What follows belongs to an exercise in optimizing a design on an open flow for small area, a short achievable clock period and few clock cycles; a production flow would make more cautious choices.
The RTL was checked by simulation tests, not by an equivalence proof against the original design.
Power figures rest on the tool's default switching activity, not on a simulated workload.

**design/flow/design.v**
```verilog
`default_nettype none
module fetchUnit (
    input  logic [15:0] pcLo,
    input  logic [15:0] off,
    output logic [15:0] tgtLo,
    output logic        cOut
);
    logic [15:0] p;
    logic [16:0] c;
    logic [15:0] gl [5];
    logic [15:0] tl [5];
    assign p = pcLo ^ off;
    always_comb begin
        gl[0] = pcLo & off;
        tl[0] = pcLo | off;
        gl[0][0] = pcLo[0] | off[0];
        for (int l = 0; l < 4; l++) begin
            for (int i = 0; i < 16; i++) begin
                if (i >= (1 << l)) begin
                    gl[l+1][i] = gl[l][i] | (tl[l][i] & gl[l][i - (1 << l)]);
                    tl[l+1][i] = tl[l][i] & tl[l][i - (1 << l)];
                end else begin
                    gl[l+1][i] = gl[l][i];
                    tl[l+1][i] = tl[l][i];
                end
            end
        end
        c[0] = 1'b1;
        for (int i = 0; i < 16; i++) begin
            c[i+1] = gl[4][i];
        end
    end
    assign tgtLo = p ^ c[15:0];
    assign cOut  = c[16];
endmodule
`default_nettype wire
`default_nettype none
module regFile (
    input  logic [31:0]       rdSel,
    input  logic [31:0][31:0] rf,
    input  logic              rdByp,
    input  logic [31:0]       wbData,
    output logic [31:0]       rdVal
);
    logic [31:0][31:0] rfCol;
    for (genvar j = 0; j < 32; j++) begin : g_rfCol
        assign rfCol[j][0] = rdByp & wbData[j];
        for (genvar i = 1; i < 32; i++) begin : g_word
            assign rfCol[j][i] = rdSel[i] & rf[i][j];
        end
        assign rdVal[j] = |rfCol[j];
    end
endmodule
`default_nettype wire
`default_nettype none
module executeStage (
    input  logic [31:0]       regA,
    input  logic [31:0]       regB,
    input  logic              eArith,
    input  logic              eInv,
    input  logic              eAnd,
    input  logic              eOr,
    input  logic              eSlt,
    input  logic [7:0]        ldHi,
    input  logic [7:0]        memLo,
    input  logic [63:0]       dmemV,
    input  logic [63:0][31:0] dmem,
    output logic [31:0]       aluRes,
    output logic [31:0]       memRes,
    output logic              eq
);
    logic [31:0] aG;
    logic [31:0] aT;
    logic [31:0] aP;
    logic [32:0] aC;
    logic        aLess;
    logic [31:0] exRest;
    logic [31:0] exArith;
    logic [31:0] gl [6];
    logic [31:0] tl [6];
    assign aG = regA & regB;
    assign aT = regA | regB;
    assign aP = regA ^ regB;
    always_comb begin
        gl[0] = aG;
        tl[0] = aT;
        gl[0][0] = aG[0] | (aT[0] & eInv);
        for (int l = 0; l < 5; l++) begin
            for (int i = 0; i < 32; i++) begin
                if (i >= (1 << l)) begin
                    gl[l+1][i] = gl[l][i] | (tl[l][i] & gl[l][i - (1 << l)]);
                    tl[l+1][i] = tl[l][i] & tl[l][i - (1 << l)];
                end else begin
                    gl[l+1][i] = gl[l][i];
                    tl[l+1][i] = tl[l][i];
                end
            end
        end
        aC[0] = eInv;
        for (int i = 0; i < 32; i++) begin
            aC[i+1] = gl[5][i];
        end
    end
    assign aLess = (regA[31] == regB[31]) ? regA[31] : (aP[31] ^ aC[31]);
    logic [63:0]       loSel;
    logic [7:0][31:0]  grp;
    logic [31:0][7:0]  grpCol;
    for (genvar i = 0; i < 64; i++) begin : g_sel
        assign loSel[i] = memLo[i % 8] & dmemV[i];
    end
    for (genvar h = 0; h < 8; h++) begin : g_grp
        for (genvar j = 0; j < 32; j++) begin : g_bit
            logic [7:0] col;
            for (genvar l = 0; l < 8; l++) begin : g_word
                assign col[l] = loSel[8 * h + l] & dmem[8 * h + l][j];
            end
            assign grp[h][j] = |col;
            assign grpCol[j][h] = ldHi[h] & grp[h][j];
        end
    end
    for (genvar j = 0; j < 32; j++) begin : g_memRes
        assign memRes[j] = |grpCol[j];
    end
    assign exRest = ({32{eAnd}} & aG) |
                    ({32{eOr}}  & aT) |
                    {31'd0, eSlt & aLess};
    assign exArith = {32{eArith}} & aP;
    for (genvar j = 0; j < 32; j++) begin : g_aluRes
        assign aluRes[j] = aC[j] ? (exRest[j] | (eArith & ~aP[j]))
                                : (exRest[j] | exArith[j]);
    end
    assign eq = regA == regB;
endmodule
`default_nettype wire
`default_nettype none
module memStage (
    input  logic [7:0]  regA8,
    input  logic [7:0]  wb8,
    input  logic [7:0]  imm8,
    input  logic        patchA,
    input  logic        isLw,
    input  logic        isSw,
    input  logic        d2V,
    output logic [7:0]  ldHiNext,
    output logic [7:0]  swHiNext,
    output logic [7:0]  loNext
);
    logic [7:0] addrR;
    logic [7:0] addrW;
    logic [5:0] idx;
    assign addrR = regA8 + imm8;
    assign addrW = wb8 + imm8;
    assign idx   = patchA ? addrW[7:2] : addrR[7:2];
    always_comb begin
        for (int k = 0; k < 8; k++) begin
            ldHiNext[k] = isLw & (idx[5:3] == 3'(k));
            swHiNext[k] = d2V & isSw & (idx[5:3] == 3'(k));
            loNext[k]   = idx[2:0] == 3'(k);
        end
    end
endmodule
`default_nettype wire
`default_nettype none
module mipsPipeline (
    input  logic        clk,
    input  logic        rst,
    input  logic        instrAck,
    input  logic [31:0] instrData,
    output logic        instrReq,
    output logic [31:0] instrAddr,
    output logic        wbValid,
    output logic [4:0]  wbReg,
    output logic [31:0] wbData
);
    localparam logic [5:0] opRType = 6'h00;
    localparam logic [5:0] opBeq   = 6'h04;
    localparam logic [5:0] opAddi  = 6'h08;
    localparam logic [5:0] opLw    = 6'h23;
    localparam logic [5:0] opSw    = 6'h2b;
    localparam logic [5:0] fnAdd = 6'h20;
    localparam logic [5:0] fnSub = 6'h22;
    localparam logic [5:0] fnAnd = 6'h24;
    localparam logic [5:0] fnOr  = 6'h25;
    localparam logic [5:0] fnSlt = 6'h2a;
    logic        reqQ;
    logic [29:0] addrQ;
    logic        pendEQ;
    logic        pendDQ;
    logic        killQ;
    logic [31:0] rawQ;
    logic [15:0] tgtLoQ;
    logic        tgtUpQ;
    logic        tgtDnQ;
    logic [13:0] tgtHi;
    logic [29:0] tgtQ;
    logic [13:0] tgtHiD;
    logic        rawV;
    logic        done;
    logic        rise;
    logic        eSel;
    logic        dSel;
    logic [29:0] nextAddr;
    logic        takenQ;
    logic [29:0] tgtE;
    logic [5:0]  op;
    logic [5:0]  funct;
    logic [4:0]  rsF;
    logic [4:0]  rtF;
    logic [4:0]  rdF;
    logic [15:0] immF;
    logic        fAdd, fSub, fAnd, fOr, fSlt;
    logic        isR, isAddi, isLw, isSw, isBeq;
    logic [4:0]  dDest;
    logic        dWr;
    logic        dRtReg;
    logic        dInv;
    logic        dBeqDyn;
    logic        dRedir;
    logic        bqBeq;
    logic        bqSame;
    logic        bqImm0;
    logic        bqZs;
    logic        bqZt;
    logic        bqKnown;
    logic [4:0]  iRs;
    logic [4:0]  iRt;
    logic        zTaken;
    logic        zNot;
    logic        dynQ;
    logic [31:0] nzNext;
    logic        eV;
    logic        eWr;
    logic [4:0]  eDest;
    assign instrReq  = reqQ;
    assign instrAddr = {addrQ, 2'b00};
    assign done = reqQ & instrAck;
    assign iRs  = instrData[25:21];
    assign iRt  = instrData[20:16];
    assign rise = ~reqQ & ~instrAck;
    assign op    = rawQ[31:26];
    assign funct = rawQ[5:0];
    assign rsF   = rawQ[25:21];
    assign rtF   = rawQ[20:16];
    assign rdF   = rawQ[15:11];
    assign immF  = rawQ[15:0];
    assign fAdd   = funct == fnAdd;
    assign fSub   = funct == fnSub;
    assign fAnd   = funct == fnAnd;
    assign fOr    = funct == fnOr;
    assign fSlt   = funct == fnSlt;
    assign isR    = (op == opRType) & (fAdd | fSub | fAnd | fOr | fSlt);
    assign isAddi = op == opAddi;
    assign isLw   = op == opLw;
    assign isSw   = op == opSw;
    assign isBeq  = op == opBeq;
    assign dDest  = isR ? rdF : rtF;
    assign dWr    = (isR | isAddi | isLw) & (dDest != 5'd0);
    assign dRtReg = isR | isSw | isBeq;
    assign dInv   = isR & (fSub | fSlt);
    assign zTaken  = bqKnown & bqZs & bqZt;
    assign zNot    = bqKnown & (bqZs ^ bqZt);
    assign dBeqDyn = bqBeq & ~bqSame & ~bqImm0 & ~zTaken & ~zNot;
    assign dRedir  = rawV & bqBeq & (bqSame | zTaken);
    assign eSel = takenQ | pendEQ;
    assign dSel = dRedir | pendDQ;
    assign nextAddr = eSel ? tgtE :
                      dSel ? tgtQ : addrQ + 30'd1;
    always_ff @(posedge clk) begin
        if (rst) begin
            reqQ   <= 1'b0;
            pendEQ <= 1'b0;
            pendDQ <= 1'b0;
            killQ  <= 1'b0;
            rawV   <= 1'b0;
            addrQ  <= '1;
        end else begin
            if (done) begin
                reqQ <= 1'b0;
            end else if (rise) begin
                reqQ <= 1'b1;
            end
            if (rise) begin
                addrQ  <= nextAddr;
                pendEQ <= 1'b0;
                pendDQ <= 1'b0;
            end else if (takenQ) begin
                pendEQ <= 1'b1;
                pendDQ <= 1'b0;
            end else if (dRedir) begin
                pendDQ <= 1'b1;
            end
            if (done) begin
                killQ <= 1'b0;
            end else if (takenQ && reqQ) begin
                killQ <= 1'b1;
            end
            rawV <= done & ~killQ & ~takenQ;
        end
    end
    logic [15:0] tgtLoSum;
    logic        tgtC16;
    fetchUnit u_tgt (
        .pcLo  (addrQ[15:0]),
        .off   (instrData[15:0]),
        .tgtLo (tgtLoSum),
        .cOut  (tgtC16)
    );
    assign tgtHi = tgtUpQ ? addrQ[29:16] + 14'd1 :
                   tgtDnQ ? addrQ[29:16] - 14'd1 : addrQ[29:16];
    assign tgtQ  = {tgtHi, tgtLoQ};
    always_ff @(posedge clk) begin
        if (reqQ) begin
            rawQ    <= instrData;
            tgtLoQ  <= tgtLoSum;
            tgtUpQ  <= tgtC16 & ~instrData[15];
            tgtDnQ  <= ~tgtC16 & instrData[15];
            bqBeq   <= instrData[31:26] == opBeq;
            bqSame  <= iRs == iRt;
            bqImm0  <= instrData[15:0] == 16'd0;
            bqZs    <= (wbValid && wbReg == iRs) ? ~wbNZ : ~nz[iRs];
            bqZt    <= (wbValid && wbReg == iRt) ? ~wbNZ : ~nz[iRt];
            bqKnown <= ~(d2V & dWr & ((dDest == iRs) | (dDest == iRt))) &
                       ~(eV & eWr & ((eDest == iRs) | (eDest == iRt)));
        end
    end
    logic [31:0][31:0] rf;
    logic [31:0]       nz;
    logic              wbNZ;
    logic [31:0]       rdSel;
    logic              rdByp;
    logic [4:0]        portNext;
    logic              bypNext;
    logic [31:0]       rdVal;
    logic [3:0]  wbHi;
    logic [7:0]  wbLo;
    logic [31:0] rfWe;
    for (genvar i = 0; i < 32; i++) begin : g_rfWe
        assign rfWe[i] = wbHi[i / 8] & wbLo[i % 8];
    end
    always_ff @(posedge clk) begin
        for (int i = 1; i < 32; i++) begin
            if (rfWe[i]) begin
                rf[i] <= wbData;
            end
        end
    end
    always_ff @(posedge clk) begin
        if (rst) begin
            nz <= '0;
        end else begin
            nz <= nzNext;
        end
    end
    assign wbNZ = |wbData;
    always_comb begin
        nzNext = (nz & ~rfWe) | (rfWe & {32{wbNZ}});
        nzNext[0] = 1'b0;
    end
    assign portNext = reqQ ? instrData[25:21] : rtF;
    assign bypNext  = eV && eWr && (eDest == portNext);
    always_ff @(posedge clk) begin
        for (int i = 0; i < 32; i++) begin
            rdSel[i] <= (portNext == 5'(i)) & nzNext[i] & ~bypNext;
        end
        rdByp <= bypNext;
    end
    regFile u_rfRead (
        .rdSel  (rdSel),
        .rf     (rf),
        .rdByp  (rdByp),
        .wbData (wbData),
        .rdVal  (rdVal)
    );
    logic        d2V;
    logic [31:0] regD;
    logic [31:0] regA;
    logic [31:0] regB;
    logic [31:0] regS;
    logic        patchA;
    logic [31:0] baseA;
    logic [7:0]  ldHiNext;
    logic [7:0]  swHiNext;
    logic [7:0]  loNext;
    logic [63:0][31:0] dmem;
    logic [63:0]       dmemV;
    always_ff @(posedge clk) begin
        if (rst) begin
            d2V <= 1'b0;
        end else begin
            d2V <= rawV & ~takenQ;
        end
    end
    assign baseA = patchA ? wbData : regD;
    memStage u_addr (
        .regA8     (regD[7:0]),
        .wb8       (wbData[7:0]),
        .imm8      (immF[7:0]),
        .patchA    (patchA),
        .isLw      (isLw),
        .isSw      (isSw),
        .d2V       (d2V & ~takenQ),
        .ldHiNext  (ldHiNext),
        .swHiNext  (swHiNext),
        .loNext    (loNext)
    );
    always_ff @(posedge clk) begin
        patchA <= eV && eWr && (eDest == rsF);
        if (rawV) begin
            regD <= rdVal;
        end
        regA <= baseA;
        regB <= (isAddi ? {{16{immF[15]}}, immF} : rdVal) ^ {32{dInv}};
        regS <= rdVal;
        if (rawV) begin
            dynQ   <= dBeqDyn;
            tgtHiD <= tgtHi;
        end
        if (d2V && dynQ && !takenQ) begin
            tgtE <= {tgtHiD, tgtLoQ};
        end
    end
    logic        eArith;
    logic        eInv;
    logic        eAnd;
    logic        eOr;
    logic        eSlt;
    logic        eBeq;
    logic [7:0]  ldHi;
    logic [7:0]  swHi;
    logic [7:0]  memLo;
    logic [63:0] dmemWe;
    always_ff @(posedge clk) begin
        if (rst) begin
            eV   <= 1'b0;
            swHi <= '0;
        end else begin
            eV   <= d2V & ~takenQ;
            swHi <= swHiNext;
        end
    end
    always_ff @(posedge clk) begin
        eWr   <= dWr;
        eDest <= dDest;
        eArith <= isAddi | (isR & (fAdd | fSub));
        eInv  <= dInv;
        eAnd  <= isR & fAnd;
        eOr   <= isR & fOr;
        eSlt  <= isR & fSlt;
        eBeq  <= dynQ;
        ldHi  <= ldHiNext;
        memLo <= loNext;
    end
    logic [31:0] aluRes;
    logic [31:0] memRes;
    logic [31:0] wbAlu;
    logic [31:0] wbMem;
    logic        eq;
    executeStage u_ex (
        .regA   (regA),
        .regB   (regB),
        .eArith (eArith),
        .eInv   (eInv),
        .eAnd   (eAnd),
        .eOr    (eOr),
        .eSlt   (eSlt),
        .ldHi   (ldHi),
        .memLo  (memLo),
        .dmemV  (dmemV),
        .dmem   (dmem),
        .aluRes (aluRes),
        .memRes (memRes),
        .eq     (eq)
    );
    always_ff @(posedge clk) begin
        if (rst) begin
            takenQ <= 1'b0;
        end else begin
            takenQ <= eV & eBeq & eq;
        end
    end
    for (genvar i = 0; i < 64; i++) begin : g_dmemWe
        assign dmemWe[i] = swHi[i / 8] & memLo[i % 8];
    end
    always_ff @(posedge clk) begin
        for (int i = 0; i < 64; i++) begin
            if (dmemWe[i]) begin
                dmem[i] <= regS;
            end
        end
    end
    always_ff @(posedge clk) begin
        if (rst) begin
            dmemV <= '0;
        end else begin
            dmemV <= dmemV | dmemWe;
        end
    end
    always_ff @(posedge clk) begin
        if (rst) begin
            wbValid <= 1'b0;
            wbHi    <= '0;
        end else begin
            wbValid <= eV & eWr;
            for (int k = 0; k < 4; k++) begin
                wbHi[k] <= eV & eWr & (eDest[4:3] == 2'(k));
            end
        end
    end
    assign wbData = wbAlu | wbMem;
    always_ff @(posedge clk) begin
        wbReg  <= eDest;
        for (int k = 0; k < 8; k++) begin
            wbLo[k] <= eDest[2:0] == 3'(k);
        end
        wbAlu  <= aluRes;
        wbMem  <= memRes;
    end
endmodule
`default_nettype wire
```
**design/flow/run.sh**
```bash
#!/bin/bash
# synth_recipe.tcl (not shown) runs the flow's synth.tcl, then flattens the netlist and writes it again
# the make line also repeats each setting of config.mk as NAME=value (left out here)
make -C /OpenROAD-flow-scripts/flow DESIGN_CONFIG=/design/flow/config.mk WORK_HOME=/design/flow/orfs CLKGATE_MAP_FILE= SYNTH_SCRIPT=/design/flow/synth_recipe.tcl finish
```
**design/flow/config.mk**
```make
export PLATFORM = sky130hd
export DESIGN_NAME = mipsPipeline
export DESIGN_NICKNAME = mipsPipeline
export VERILOG_FILES = /design/flow/design.v
export SDC_FILE = /design/flow/constraint.sdc
export NUM_CORES = 4
export LEC_CHECK = 0
export CAP_MARGIN = 20
export CORE_MARGIN = 2
export CORE_UTILIZATION = 65
export CTS_CLUSTER_DIAMETER = 60
export CTS_CLUSTER_SIZE = 24
export PLACE_DENSITY = 0.75
export SETUP_SLACK_MARGIN = 3.0
export SLEW_MARGIN = 20
```
**design/flow/constraint.sdc**
```tcl
create_clock -name core_clock -period 5.0 [get_ports {clk}]
set_input_delay 1.0000 -clock core_clock [delete_from_list [all_inputs] [get_ports {clk}]]
set_output_delay 1.0000 -clock core_clock [all_outputs]
set_load 0.01 [all_outputs]
```
==> results.yml, run 1 <==
logic_synthesis:
  synth_cells: 7787
  synth-seq-cells: 3553
  yosysSeqAreaShare: 0.7845
  synth_edf_count: 3173
  synth.distinct_cells: 84
  syn_area_per_cell_um2: 16.84
  synth.largest_area_cell: "edfxtp_1"
  synth_ff_type: "edfxtp_1"
  ys_warn_count: 8
  ys_top_cells_by_area: "edfxtp_1 73%, a22oi_1 8.1%, dfxtp_1 5.8%"
  synth_area_um2: 131200
  synth_top_area_share: 0.7265
  synthArstFlopShare: 0
global_route:
  grt_use_met1: 0.5571
  grt_pass1_wl_um: 604800
  track_usage: 0.4247
  grt_max_degree: 65
  met3_usage: 0.1818
  grt_antenna_before_repair: 45
  first_global_vias: 79374
  met2_usage: 0.6009
  grt.overflow.total: 0
  top_usage_layer: "met2"
placed_design:
  portBuffers: 103
  numPlacedInstances: 10274
  dp_hpwl_um: 221300
  place.gp.congestion: 0.9155
timing:
  tns_ps: 0
  drv_slew: 0
  whs_ps: 362.5
  setup_viol: 0
  grt_setup_unrepaired: "yes"
  fin_skew_ps: 52.99
  min_period_ps: 2986
  fmax_mhz: 334.9
  relSlewSlack: 0.1683
  hold_viol: 0
  period_share: 0.5973
  tightest_slew_ps: 1245
pwr:
  power.internal_mw: 40.63
  power-per-cell-area_nw_per_um2: 327.7
  sw_frac_of_total: 0.2067
  leakage_nw: 49.57
  ir_drop_mv: 0.4149
  power.switching_mw: 10.58
  seq_power_share: 0.624
  total_power_mw: 51.22
  clock_power_share: 0.352
  p_comb_frac: 0.024
floorplan:
  die-area_um2: 205400
  coreArea_um2: 200100
  die_w_um: 453.2
  rows: 164
  num_io_pins: 106
  initial_core_util: 0.6556
  die_height_um: 453.2
worst_setup_path:
  crit_path_start: "wbMem[15]"
  worstPathRequired_ps: 4000
  r2r-start: "wbMem[5]"
  arrival_ps: 1990
  cp-end-kind: "output pin"
  worst_setup_path_start_kind: "flop"
  critPathKind: "reg -> out"
  cp_max_fo: 2
drt:
  wl_per_cell_um: 40.28
  first_iter_violations: 18996
  firstDrtPassIters: 13
  vias: 87305
  routed_wirelength_um: 459700
  drc_errors: 0
  ant_nets: 0
  via_per_inst: 7.650
clock_network:
  htree_levels: 4
  cts_hold_buf: 0
  cts_tree: "built"
  clockRootBuffer: "clkbuf_16"
  insertion_delay_ps: 910
  path_clk_slew_ps: 90
  clk_path_buf_depth: 3
  cts_sinks: 3553
  numCtsBuffers: 189
finish:
  drive_above_1_share: 0.2885
  nNetsFinal: 8709
  fin_util: 0.7813
  nFillCells: 9830
  layout.cells.non_filler: 11412
  area_growth_pct: 19.18
hold_path:
  min_from: "instrData[3]"
  worstHoldPathType: "in -> reg"
run_status:
  status: "no timing/DRC/antenna violations"
run:
  maxCapViolations: 0
## cell usage after synthesis (27+ instances only)
master    number
a21oi_1       71
a221oi_1     105
a222oi_1      32
a22o_1        97
a22oi_1     1423
and2_1       167
buf_1         35
clkbuf_1     429
dfxtp_1      380
edfxtp_1    3173
ha_1         104
inv_1        164
mux2i_1       28
mux2i_4       28
nand2_1      173
nand3_1       27
nand4_1      404
nor2_1       291
nor3_1        97
o21ai_0       65
xnor2_1      106
xor2_1        55
## critical path: stages (launching register included)
cell	delay (ps)
dfxtp_4	390
nor2_4	270
inv_4	80
buf_12	130
buf_12	120
buf_6	110
## power by group through the flow
| stage | logic [mW] | registers, mW | clock network (mW) |
|---|---|---|---|
| global placement | 0.657 | 32.7 | 0 |
| global route | 1.29 | 31.9 | 18.8 |
| floorplan | 0.486 | 32.6 | 0 |
| CTS | 1.07 | 31.9 | 17.8 |
| finish | 1.25 | 31.9 | 18.0 |
| detailed placement | 0.671 | 32.7 | 0 |
## worst paths after layout
kind	to	slack, ps	cells past startpoint
setup / recovery	wbData[15]	2010	5
hold / removal	rawQ[3]	360	1
setup reg to reg	rdSel[10]	2060	9
hold reg to reg	eBeq	410	0
## layout make-up
cell class / count / area [um2] / share of cell area
diodes: 25 / 62.56 / 0.0004002
clock buffers: 272 / 5430 / 0.03474
clock inverters: 81 / 924.6 / 0.005916
inverters: 166 / 705.7 / 0.004515
multi-input cells: 3642 / 30970 / 0.1981
flip-flops and latches: 3553 / 103400 / 0.6616
well taps: 2656 / 3323 / 0.02126
repair buffers: 1010 / 11350 / 0.07264
repair inverters: 7 / 122.6 / 0.0007845
## registers in the layout (all words and copies together), names as in the netlist, 8 cells and up
signal,flops
dmem,2048
rf,992
dmemV,64
rawQ,32
regA,32
regB,32
regD,32
regS,32
wbAlu,32
wbMem,32
nz,31
rdSel,31
addrQ,30
tgtE,30
tgtLoQ,16
tgtHiD,14
ldHi,8
memLo,8
swHi,8
wbLo,8
## metal layers
metal  share of wire  wire length, um
met5          0.0021              967
met4           0.077            35450
met3            0.19            86040
met2            0.42           193900
met1            0.31           143300
## repair_timing
item / 4_1_cts / 5_1_grt
gates resized for setup: 1573 / 530
pin swaps: 416 / 358
gates cloned: 71 / 16
setup endpoints to repair: 2485 / 638
buffers inserted: 477 / 196
## stage by stage
stage	setup slack, ps	instance area (um2)
after floorplan	1776	131700
after global placement	761.0	135900
after detailed placement	743.0	135900
after CTS	2062	152000
after global routing	2047	156300
final	2014	156300
## cell families after synthesis
| logic type | synth area share |
|---|---|
| muxes | 0.01227 |
| buffers and inverters | 0.01880 |
| other | 0.00002859 |
| and+or+nand+nor | 0.05231 |
| adders and majority gates | 0.01007 |
| AOI/OAI and AO/OA | 0.1113 |
| xor gates and xnor gates | 0.01075 |
| DFF | 0.7845 |
## placed cells by master (no fill, tap or decap), types with 22 or more instances in the layout
cell / netlist / routed
a21oi_1: 71 / 48
a221oi_1: 105 / 40
a221oi_2: 1 / 63
a222oi_1: 32 / 32
a22o_1: 97 / 96
a22oi_1: 1423 / 1159
a22oi_2: 0 / 264
and2_2: 0 / 51
and2_4: 0 / 132
buf_12: 3 / 126
buf_4: 2 / 514
buf_6: 1 / 257
buf_8: 0 / 38
clkbuf_1: 429 / 59
clkbuf_16: 0 / 210
clkdlybuf4s50_1: 0 / 22
dfxtp_1: 380 / 201
dfxtp_2: 0 / 59
dfxtp_4: 0 / 120
diode_2: 0 / 25
edfxtp_1: 3173 / 3173
ha_1: 104 / 72
inv_1: 164 / 130
mux2i_4: 28 / 39
nand2_1: 173 / 121
nand2_2: 0 / 33
nand4_1: 404 / 404
nor2_1: 291 / 251
nor2_2: 0 / 22
nor3_1: 97 / 26
nor3_2: 1 / 60
o21ai_1: 2 / 25
or2_4: 1 / 27
xnor2_1: 106 / 58
xnor2_2: 0 / 43
xor2_1: 55 / 49
Testbench counts, summed over its fixed seeds: cycles 29,060.
==> run 2, diff against run 1 <==
--- a/design/flow/config.mk
+++ b/design/flow/config.mk
@@ -8,8 +8,8 @@
 export CAP_MARGIN = 20
 export CORE_MARGIN = 2
-export CORE_UTILIZATION = 65
+export CORE_UTILIZATION = 70
 export CTS_CLUSTER_DIAMETER = 60
 export CTS_CLUSTER_SIZE = 24
-export PLACE_DENSITY = 0.75
-export SETUP_SLACK_MARGIN = 3.0
+export PLACE_DENSITY = 0.8
+export SETUP_SLACK_MARGIN = 2.5
 export SLEW_MARGIN = 20
==> run 2 against run 1 <==
  * Register-to-register slack barely moved
  * Clock-buffer cell count fell by 2
  * Highest routed layer unchanged
  * Still clean
  * Clock skew rose by 0.95 ps
  * Worst hold slack got worse by 34 ps
  * Fmax rose by 0.62%
  * Sequential power barely moved
==> results.yml, run 2 <==
logic_synthesis:
  synth.distinct_cells: 84
  syn_area_per_cell_um2: 16.84
  ys_top_cells_by_area: "edfxtp_1 73%, a22oi_1 8.1%, dfxtp_1 5.8%"
  synth_area_um2: 131200
  synth.largest_area_cell: "edfxtp_1"
  synth_ff_type: "edfxtp_1"
  synth.most_common_cell: "edfxtp_1"
  ys_warn_count: 8
  synth_common_cells: "3173 x edfxtp_1, 1423 x a22oi_1, 429 x clkbuf_1"
  synthArstFlopShare: 0
  synth-seq-cells: 3553
  synth_cells: 7787
  yosysSeqAreaShare: 0.7845
  synth_top_area_share: 0.7265
  synth_edf_count: 3173
hold_path:
  worstHoldPathType: "in -> reg"
finish:
  largest_reg_flops: 2048
  final_area_um2: 147500
  largest-register: "dmem"
  layout_common_cells: "3173 x edfxtp_1, 1364 x a22oi_1, 404 x nand4_1"
  drive_above_1_share: 0.1934
  final_common_cell: "edfxtp_1"
  area_growth_pct: 12.46
  top_regs: "dmem (2048), rf (992), dmemV (64)"
  nNetsFinal: 8268
  layout.cells.non_filler: 10800
timing:
  fmax_mhz: 336.9
  grt_setup_unrepaired: "yes"
  min_period_ps: 2968
  tns_ps: 0
  setup_viol: 0
  tightest_slew_ps: 1344
  drv_slew: 0
  relSlewSlack: 0.09545
  hold_viol: 0
  fin_skew_ps: 53.94
  period_share: 0.5936
drt:
  vias: 83036
  wl_per_cell_um: 38.39
  first_iter_violations: 17547
  via_per_inst: 7.689
  drc_errors: 0
  ant_nets: 0
  firstDrtPassIters: 12
  routed_wirelength_um: 414600
global_route:
  met3_usage: 0.1691
  grt_max_degree: 65
  track_usage: 0.4250
  grt_pass1_wl_um: 570400
  grt.overflow.total: 0
  top_usage_layer: "met2"
  first_global_vias: 78017
  grt_use_met1: 0.5683
  grt_antenna_before_repair: 34
  met2_usage: 0.6094
clock_network:
  cts_tree: "built"
  clk_path_buf_depth: 3
  insertion_delay_ps: 920
  clockRootBuffer: "clkbuf_16"
  cts_sinks: 3553
  cts_hold_buf: 0
  path_clk_slew_ps: 90
  htree_levels: 4
  numCtsBuffers: 186
placed_design:
  place_area_um2: 135300
  numPlacedInstances: 10093
  portBuffers: 103
  dp_hpwl_um: 216400
  place.gp.congestion: 0.9610
floorplan:
  die-area_um2: 190800
  rows: 158
  coreArea_um2: 185800
  die_w_um: 436.9
  num_io_pins: 106
  initial_core_util: 0.7058
  die_height_um: 436.9
worst_setup_path:
  worst_setup_path_start_kind: "flop"
  worstPathRequired_ps: 4000
  arrival_ps: 1970
  critPathKind: "reg -> out"
  cp-end-kind: "output pin"
  cp_max_fo: 2
pwr:
  leakage_nw: 45.81
  total_power_mw: 50.76
  ir_drop_mv: 0.3996
  power-per-cell-area_nw_per_um2: 344.2
run_status:
  status: "no timing/DRC/antenna violations"
run:
  maxCapViolations: 0
## run 2: cell counts after synthesis
No cell type changed its count.
## run 2: kinds of logic after synthesis
family / Yosys count / share of synthesized area
and+or+nand+nor: 1297 / 0.05231
DFF: 3553 / 0.7845
AOI/OAI and AO/OA: 1931 / 0.1113
muxes: 100 / 0.01227
other: 1 / 0.00002859
buffers and inverters: 639 / 0.01880
xor gates and xnor gates: 161 / 0.01075
adders and majority gates: 105 / 0.01007
## run 2: critical path, cell delays in order (launching register included)
cell        delay, ps
dfxtp_4           400
nor2_4            220
clkinvlp_4        150
buf_6             160
buf_6             120
## run 2: per-stage QoR
stage	setup slack, ps	hold slack, ps	util
6_report	2032	328.2	0.7937
2_1_floorplan	1775	329.0	-
5_1_grt	2066	326.5	0.7934
3_3_place_gp	790.6	390.6	0.7283
3_5_place_dp	824.1	405.2	0.7283
4_1_cts	2088	415.4	0.7844
## run 2: metal layers
metal,vias up,share of wire,wire length [um]
met5,-,0.00048,197
met4,18,0.069,28470
met1,40511,0.31,129600
met3,1695,0.19,77910
met2,8630,0.43,178400
li1,32182,-,-
## run 2: where the power goes
part	internal [mW]	switching, mW	total [mW]
sequential	31.9	0.0926	31.9
combinational	0.402	0.540	0.943
clock	8.25	9.62	17.9
total	40.5	10.3	50.8
## run 2: cell type report
| type | count | area (um2) |
|---|---|---|
| timing repair buffer | 602 | 6020 |
| fill | 9140 | 38330 |
| clock inverter | 79 | 1028 |
| sequential | 3553 | 103300 |
| inverter | 166 | 685.7 |
| clock buffer | 270 | 5294 |
| tap | 2480 | 3103 |
| multi-input combinational | 3616 | 27930 |
| antenna | 31 | 77.57 |
| timing repair inverter | 3 | 15.01 |
## run 2: final timing paths
kind | startpoint | endpoint | slack (ps) | depth (start not counted)
min reg2reg | dynQ | eBeq | 410 | 0
max reg2reg | wbMem[8] | rdSel[12] | 2070 | 7
max | wbMem[10] | wbData[10] | 2030 | 4
min | instrData[3] | rawQ[3] | 330 | 1
## run 2: what timing repair did
item | in CTS | in global routing
resized for setup | 881 | 244
pin swaps | 104 | 91
endpoints found under the hold margin | 0 | 0
setup endpoints to repair | 406 | 231
setup buffers | 196 | 85
gates cloned | 42 | 3
==> run 3, diff against run 2 <==
--- a/design/flow/design.v
+++ b/design/flow/design.v
@@ -136,5 +136,6 @@
 module memStage (
     input  logic [7:0]  regA8,
-    input  logic [7:0]  wb8,
+    input  logic [7:0]  wbAlu8,
+    input  logic [7:0]  wbMem8,
     input  logic [7:0]  imm8,
     input  logic        patchA,
@@ -150,5 +151,5 @@
     logic [5:0] idx;
     assign addrR = regA8 + imm8;
-    assign addrW = wb8 + imm8;
+    assign addrW = (wbAlu8 | wbMem8) + imm8;
     assign idx   = patchA ? addrW[7:2] : addrR[7:2];
     always_comb begin
@@ -183,4 +184,6 @@
     localparam logic [5:0] fnOr  = 6'h25;
     localparam logic [5:0] fnSlt = 6'h2a;
+    logic [31:0] wbAlu;
+    logic [31:0] wbMem;
     logic        reqQ;
     logic [29:0] addrQ;
@@ -394,5 +397,6 @@
     memStage u_addr (
         .regA8     (regD[7:0]),
-        .wb8       (wbData[7:0]),
+        .wbAlu8    (wbAlu[7:0]),
+        .wbMem8    (wbMem[7:0]),
         .imm8      (immF[7:0]),
         .patchA    (patchA),
@@ -453,6 +457,4 @@
     logic [31:0] aluRes;
     logic [31:0] memRes;
-    logic [31:0] wbAlu;
-    logic [31:0] wbMem;
     logic        eq;
     executeStage u_ex (
--- a/design/flow/config.mk
+++ b/design/flow/config.mk
@@ -8,8 +8,9 @@
 export CAP_MARGIN = 20
 export CORE_MARGIN = 2
-export CORE_UTILIZATION = 70
+export CORE_UTILIZATION = 60
 export CTS_CLUSTER_DIAMETER = 60
 export CTS_CLUSTER_SIZE = 24
-export PLACE_DENSITY = 0.8
+export PLACE_DENSITY = 0.7
 export SETUP_SLACK_MARGIN = 2.5
 export SLEW_MARGIN = 20
+export SYNTH_HIERARCHICAL = 1
==> run 3 against run 2 <==
  * Still clean on timing, DRC and antenna
  * Sequential share of layout area is 1.1 points lower
  * Combinational power is 55% higher
  * Fmax is 0.43% lower
  * Critical path type unchanged
  * Critical endpoint is now wbData[1]
  * Highest routed layer unchanged
==> results.yml, run 3 <==
worst_setup_path:
  cp_cell_sequence: "nor2_4, buf_6, clkinvlp_4, buf_6"
  worst_path_max_delay_cell: "dfxtp_4"
  worstPathRequired_ps: 4000
  cp-end-kind: "output pin"
  worst_setup_path_start_kind: "flop"
  cp_max_fo: 3
  cpMostUsedCell: "buf_6"
  cp_slowest_stage_delay_ps: 400
  critPathKind: "reg -> out"
  arrival_ps: 1980
timing:
  hold_viol: 0
  grt_setup_unrepaired: "yes"
  drv_slew: 0
  fmax_mhz: 335.5
  tns_ps: 0
  tightest_slew_ps: 1199
  setup_viol: 0
  whs_ps: 373.8
  min_period_ps: 2981
  fin_skew_ps: 54.02
  postLayoutSetupSlackWorst_ps: 2019
  period_share: 0.5962
  relSlewSlack: 0.1996
logic_synthesis:
  synth-seq-cells: 3553
  synth_area_um2: 132600
  ys_top_cells_by_area: "edfxtp_1 72%, a22oi_1 9.6%, dfxtp_1 5.7%"
  synth.largest_area_cell: "edfxtp_1"
  synth.most_common_cell: "edfxtp_1"
  synth_ff_type: "edfxtp_1"
  yosysSeqAreaShare: 0.7759
  synth_cells: 7956
  synth_common_cells: "3173 x edfxtp_1, 1697 x a22oi_1, 439 x nand4_1"
  synth_top_area_share: 0.7185
  ys_warn_count: 78
  synth.distinct_cells: 111
  synthArstFlopShare: 0
  syn_area_per_cell_um2: 16.67
  synth_edf_count: 3173
floorplan:
  die-area_um2: 224800
  die_height_um: 474.1
  die_w_um: 474.1
  coreArea_um2: 219700
  num_io_pins: 106
  initial_core_util: 0.6035
  rows: 172
clock_network:
  cts_tree: "built"
  clk_path_buf_depth: 3
  cts_sinks: 3553
  htree_levels: 4
  clockRootBuffer: "clkbuf_16"
  path_clk_slew_ps: 90
  insertion_delay_ps: 910
  numCtsBuffers: 196
finish:
  nFillCells: 14283
  largest-register: "dmem"
  nNetsFinal: 8440
  drive_above_1_share: 0.1865
  final_common_cell: "edfxtp_1"
  seqCellArea_um2: 103200
  fin_util: 0.6810
  area_growth_pct: 12.84
  layout_common_cells: "3173 x edfxtp_1, 1632 x a22oi_1, 439 x nand4_1"
  multi_input_area_um2: 29200
  largest_reg_flops: 2048
  top_regs: "dmem (2048), rf (992), dmemV (64)"
drt:
  vias: 80183
  drc_errors: 0
  firstDrtPassIters: 6
  via_per_inst: 7.017
  first_iter_violations: 12686
  routed_wirelength_um: 401100
  ant_nets: 0
  wl_per_cell_um: 35.10
pwr:
  leakage_nw: 46.19
  power-per-cell-area_nw_per_um2: 345.8
  ir_drop_mv: 0.4168
hold_path:
  worstHoldPathType: "reg -> reg"
global_route:
  grt_max_degree: 73
  track_usage: 0.3502
  grt_antenna_before_repair: 32
  grt_pass1_wl_um: 558200
  grt.overflow.total: 0
  first_global_vias: 75055
placed_design:
  place_ws_ps: 1276
  portBuffers: 103
  dp_hpwl_um: 221600
  place.gp.congestion: 0.9197
run_status:
  status: "no timing/DRC/antenna violations"
run:
  maxCapViolations: 0
-- run 3: metal layers --
metal,global-route usage,share of wire
met2,0.5300,0.45
met3,0.08222,0.13
met4,0.1742,0.055
met5,0,0.00033
met1,0.4814,0.36
-- run 3: area by class of cell --
type                    instances  share of cell area
well taps                    2958             0.02474
inverters                     178            0.004758
clock inverters               109            0.008981
flip-flops and latches       3553              0.6900
diodes                         13           0.0002174
repair buffers                606             0.04132
multi-input cells            3762              0.1951
clock buffers                 248             0.03485
-- run 3: worst paths after layout --
check	start	end	slack [ps]	cells past startpoint
max reg2reg	wbMem[1]	regB[1]	2150	11
min reg2reg	dynQ	eBeq	370	0
max	wbMem[1]	wbData[1]	2020	4
min	dynQ	eBeq	370	0
-- run 3: report_power, final --
part | internal (mW) | switching [mW] | leakage [nW] | total, mW
clock network | 8.28 | 9.97 | 3.17 | 18.2
registers | 31.9 | 0.117 | 30.4 | 32.0
logic | 0.589 | 0.871 | 12.6 | 1.46
-- run 3: critical path, delay by kind of cell, from the launching register on --
family	cells	cell delay [ps]
and+or+nand+nor	1	90
DFF	1	400
buffers and inverters	3	590
-- run 3: per-module statistics from Yosys, one instance, submodules excluded --
module,area [um2],flops+latches,copies in the design,cells inside
executeStage,15370,0,1,2284
fetchUnit,1235,0,1,170
memStage,714.4,0,1,108
mipsPipeline,109900,3553,1,4626
regFile,5378,0,1,768
-- run 3: kinds of logic (layout without fill, tap and decap cells) --
logic type / after synthesis / in the layout / share of synthesized area
xor+xnor: 138 / 138 / 0.009171
simple gates: 1233 / 1244 / 0.05399
other cells: 1 / 15 / 0.00002828
fa+ha+maj: 108 / 108 / 0.01025
compound gates: 2162 / 2162 / 0.1208
flops: 3553 / 3553 / 0.7759
mux: 108 / 108 / 0.01006
buf+inv: 653 / 1141 / 0.01981
-- run 3: metrics by stage --
step | area [um2] | power, mW | instances
global route | 149600 | 52.95 | 11422
CTS | 148000 | 51.69 | 11360
detailed placement | 137300 | 33.95 | 10764
global placement | 137300 | 33.93 | 10763
finish | 149600 | 51.75 | 11427
floorplan | 132700 | 33.52 | 7957
-- run 3: repair_timing --
action | CTS | global route
endpoints found under the setup margin | 333 | 237
setup buffers | 207 | 46
cloned | 32 | 8
pin swaps | 81 | 77
gates resized for setup | 851 | 259
hold buffers | 0 | 0
Testbench counts of run 3, summed over its fixed seeds: cycles 29,060.
==> run 4, diff against run 3 <==
--- a/design/flow/config.mk
+++ b/design/flow/config.mk
@@ -8,8 +8,8 @@
 export CAP_MARGIN = 20
 export CORE_MARGIN = 2
-export CORE_UTILIZATION = 60
+export CORE_UTILIZATION = 65
 export CTS_CLUSTER_DIAMETER = 60
 export CTS_CLUSTER_SIZE = 24
-export PLACE_DENSITY = 0.7
+export PLACE_DENSITY = 0.75
 export SETUP_SLACK_MARGIN = 2.5
 export SLEW_MARGIN = 20
==> run 4 against run 3 <==
  * Critical endpoint is now wbData[8]
  * Cell area down 0.17%
  * Via count is 1.6% higher
  * Synthesized cell count did not move
  * Still clean on timing, DRC and antenna
==> results.yml, run 4 <==
run_status:
  status: "no timing/DRC/antenna violations"
worst_setup_path:
  critPathKind: "reg -> out"
  worstPathRequired_ps: 4000
  cp_cell_sequence: "nor2_4, clkinvlp_4, buf_8, buf_6"
  worst_setup_path_start_kind: "flop"
  arrival_ps: 1910
  cp-end-kind: "output pin"
  cp.buffers_inverters: 3
  worst_path_max_delay_cell: "dfxtp_2"
  cp_max_fo: 2
  cp_slowest_stage_delay_ps: 350
  critical-path-top-delay-family: "buffers and inverters"
global_route:
  grt_antenna_before_repair: 34
  grt_max_degree: 70
  track_usage: 0.3742
  grt_pass1_wl_um: 554500
  grt.overflow.total: 0
  first_global_vias: 75520
logic_synthesis:
  synth.largest_area_cell: "edfxtp_1"
  synth_cells: 7956
  synthArstFlopShare: 0
  synth_top_area_share: 0.7185
  yosysSeqAreaShare: 0.7759
  syn_area_per_cell_um2: 16.67
  synth.distinct_cells: 111
  synth_edf_count: 3173
  ys_warn_count: 78
  synth-seq-cells: 3553
  synth_area_um2: 132600
  synth.most_common_cell: "edfxtp_1"
  synth_ff_type: "edfxtp_1"
  ys_top_cells_by_area: "edfxtp_1 72%, a22oi_1 9.6%, dfxtp_1 5.7%"
  synth_common_cells: "3173 x edfxtp_1, 1697 x a22oi_1, 439 x nand4_1"
timing:
  setup_viol: 0
  postLayoutSetupSlackWorst_ps: 2092
  fmax_mhz: 343.9
  drv_slew: 0
  hold_viol: 0
  tightest_slew_ps: 1215
  relSlewSlack: 0.1903
  min_period_ps: 2908
  fin_skew_ps: 53.44
  whs_ps: 368.6
  period_share: 0.5815
  tns_ps: 0
  grt_setup_unrepaired: "yes"
floorplan:
  coreArea_um2: 202500
  rows: 165
  initial_core_util: 0.6548
  die_w_um: 455.7
  die-area_um2: 207600
  die_height_um: 455.7
  num_io_pins: 106
drt:
  ant_nets: 0
  via_per_inst: 7.313
  first_iter_violations: 14427
  wl_per_cell_um: 36.10
  vias: 81474
  firstDrtPassIters: 7
  drc_errors: 0
  routed_wirelength_um: 402200
clock_network:
  insertion_delay_ps: 920
  cts_tree: "built"
  path_clk_slew_ps: 90
  cts_sinks: 3553
  htree_levels: 4
  clockRootBuffer: "clkbuf_16"
  numCtsBuffers: 190
  clk_path_buf_depth: 3
placed_design:
  place_ws_ps: 1303
  portBuffers: 103
  place.gp.congestion: 0.9155
  dp_hpwl_um: 213500
  numPlacedInstances: 10450
finish:
  largest-register: "dmem"
  final_common_cell: "edfxtp_1"
  drive_above_1_share: 0.1837
  largest_reg_flops: 2048
  multi_input_area_um2: 29250
  layout.cells.non_filler: 11141
  nNetsFinal: 8442
  layout_common_cells: "3173 x edfxtp_1, 1639 x a22oi_1, 439 x nand4_1"
  area_growth_pct: 12.65
  nFillCells: 11665
  top_regs: "dmem (2048), rf (992), dmemV (64)"
  seqCellArea_um2: 103200
pwr:
  leakage_nw: 46.26
  power-per-cell-area_nw_per_um2: 346.2
  total_power_mw: 51.72
  ir_drop_mv: 0.3906
hold_path:
  worstHoldPathType: "reg -> reg"
run:
  maxCapViolations: 0
==> run 4: cell counts after synthesis <==
Identical to the previous run, type by type.
==> run 4: logic make-up (layout without fill, tap and decap cells) <==
group | Yosys count | count (layout) | share of synthesized area
buffers and inverters | 653 | 1123 | 0.01981
and+or+nand+nor | 1233 | 1262 | 0.05399
xor gates and xnor gates | 138 | 138 | 0.009171
DFF | 3553 | 3553 | 0.7759
adders and majority gates | 108 | 108 | 0.01025
other | 1 | 15 | 0.00002828
AOI/OAI and AO/OA | 2162 | 2162 | 0.1208
muxes | 108 | 108 | 0.01006
==> run 4: layout make-up <==
cell class,instances,area share
clock inverters,86,0.008200
flip-flops and latches,3553,0.6911
well taps,2672,0.02238
clock buffers,263,0.03544
repair buffers,594,0.04206
inverters,178,0.004749
multi-input cells,3780,0.1958
repair inverters,2,0.00006701
diodes,13,0.0002178
==> run 4: power breakdown <==
| group | leakage (nW) | total, mW | switching (mW) | internal (mW) |
|---|---|---|---|---|
| Combinational | 12.7 | 1.51 | 0.904 | 0.608 |
| Sequential | 30.4 | 32.0 | 0.105 | 31.9 |
| Clock | 3.15 | 18.2 | 9.69 | 8.48 |
| Total | 46.3 | 51.7 | 10.7 | 41.0 |
==> run 4: repair_timing <==
| item | in CTS | in global routing |
|---|---|---|
| endpoints found under the setup margin | 289 | 182 |
| gates cloned | 47 | 21 |
| hold buffers | 0 | 0 |
| pin swaps | 79 | 84 |
| resized for setup | 871 | 231 |
| buffers inserted | 187 | 74 |
==> run 4: per-stage QoR <==
step | utilization | area [um2]
after floorplan | - | 132700
after global placement | 0.6750 | 136700
after detailed placement | 0.6750 | 136700
after CTS | 0.7277 | 147400
after global routing | 0.7375 | 149400
final | 0.7376 | 149400
==> run 4: routing by layer <==
metal,GRT usage,vias up,part of all wire
li1,-,33070,-
met1,0.5085,40763,0.34
met2,0.5570,6562,0.45
met3,0.09948,1049,0.14
met4,0.2077,30,0.064
met5,0,-,0.00045
==> run 4: worst reg2reg max path, stage by stage, from the launching register on <==
cell     delay, ps
dfxtp_4        420
or2_4          330
buf_4          250
nor2_1         160
nand4_1        330
or4_4          630
buf_12         200
buf_16         160
mux2i_4        200
nor4_2          70
==> run 4: path summary, 6_finish.rpt <==
path | start | end | slack [ps] | depth (start not counted)
worst max-delay path | wbMem[8] | wbData[8] | 2090 | 4
worst min-delay path | dynQ | eBeq | 370 | 0
worst max register to register | wbMem[23] | rdSel[12] | 2110 | 9
worst min register to register | dynQ | eBeq | 370 | 0
==> run 4: modules after synthesis (local to each module, per instance) <==
module,flip-flops and latches,cells inside,times used
executeStage,0,2284,1
fetchUnit,0,170,1
memStage,0,108,1
mipsPipeline,3553,4626,1
regFile,0,768,1

==> re-timing with driven ports <==
In the flow no input, the clock included, has a driving cell. The finished layouts below were timed again as built, in two steps. Step 1 sets driving cells, clkbuf_16 on the clock port and buf_2 on the other inputs (assumed; they add their load-dependent delay and slew). Step 2 times the ports against the registers' clock, not the clock port: input delays grow and output delays shrink by t, the midpoint of the rising clock arrivals with the driver on. a / b / c = no drivers / after step 1 / after step 2; a / b = the first two.
run	shift t [ns]	setup WS [ns]	slew at the worst register clock pin (ns)
run 1	0.986	2.014 / 1.913 / 1.418	0.11 / 0.11
run 2	0.986	2.032 / 1.938 / 1.373	0.11 / 0.11
run 3	0.994	2.019 / 1.912 / 1.525	0.10 / 0.10
run 4	0.991	2.092 / 1.997 / 1.459	0.10 / 0.10
After both steps setup and hold are still met in every run listed. For run 2, which loses most, drivers alone change the setup slack by -0.094 ns; drivers and shift together by -0.659 ns.
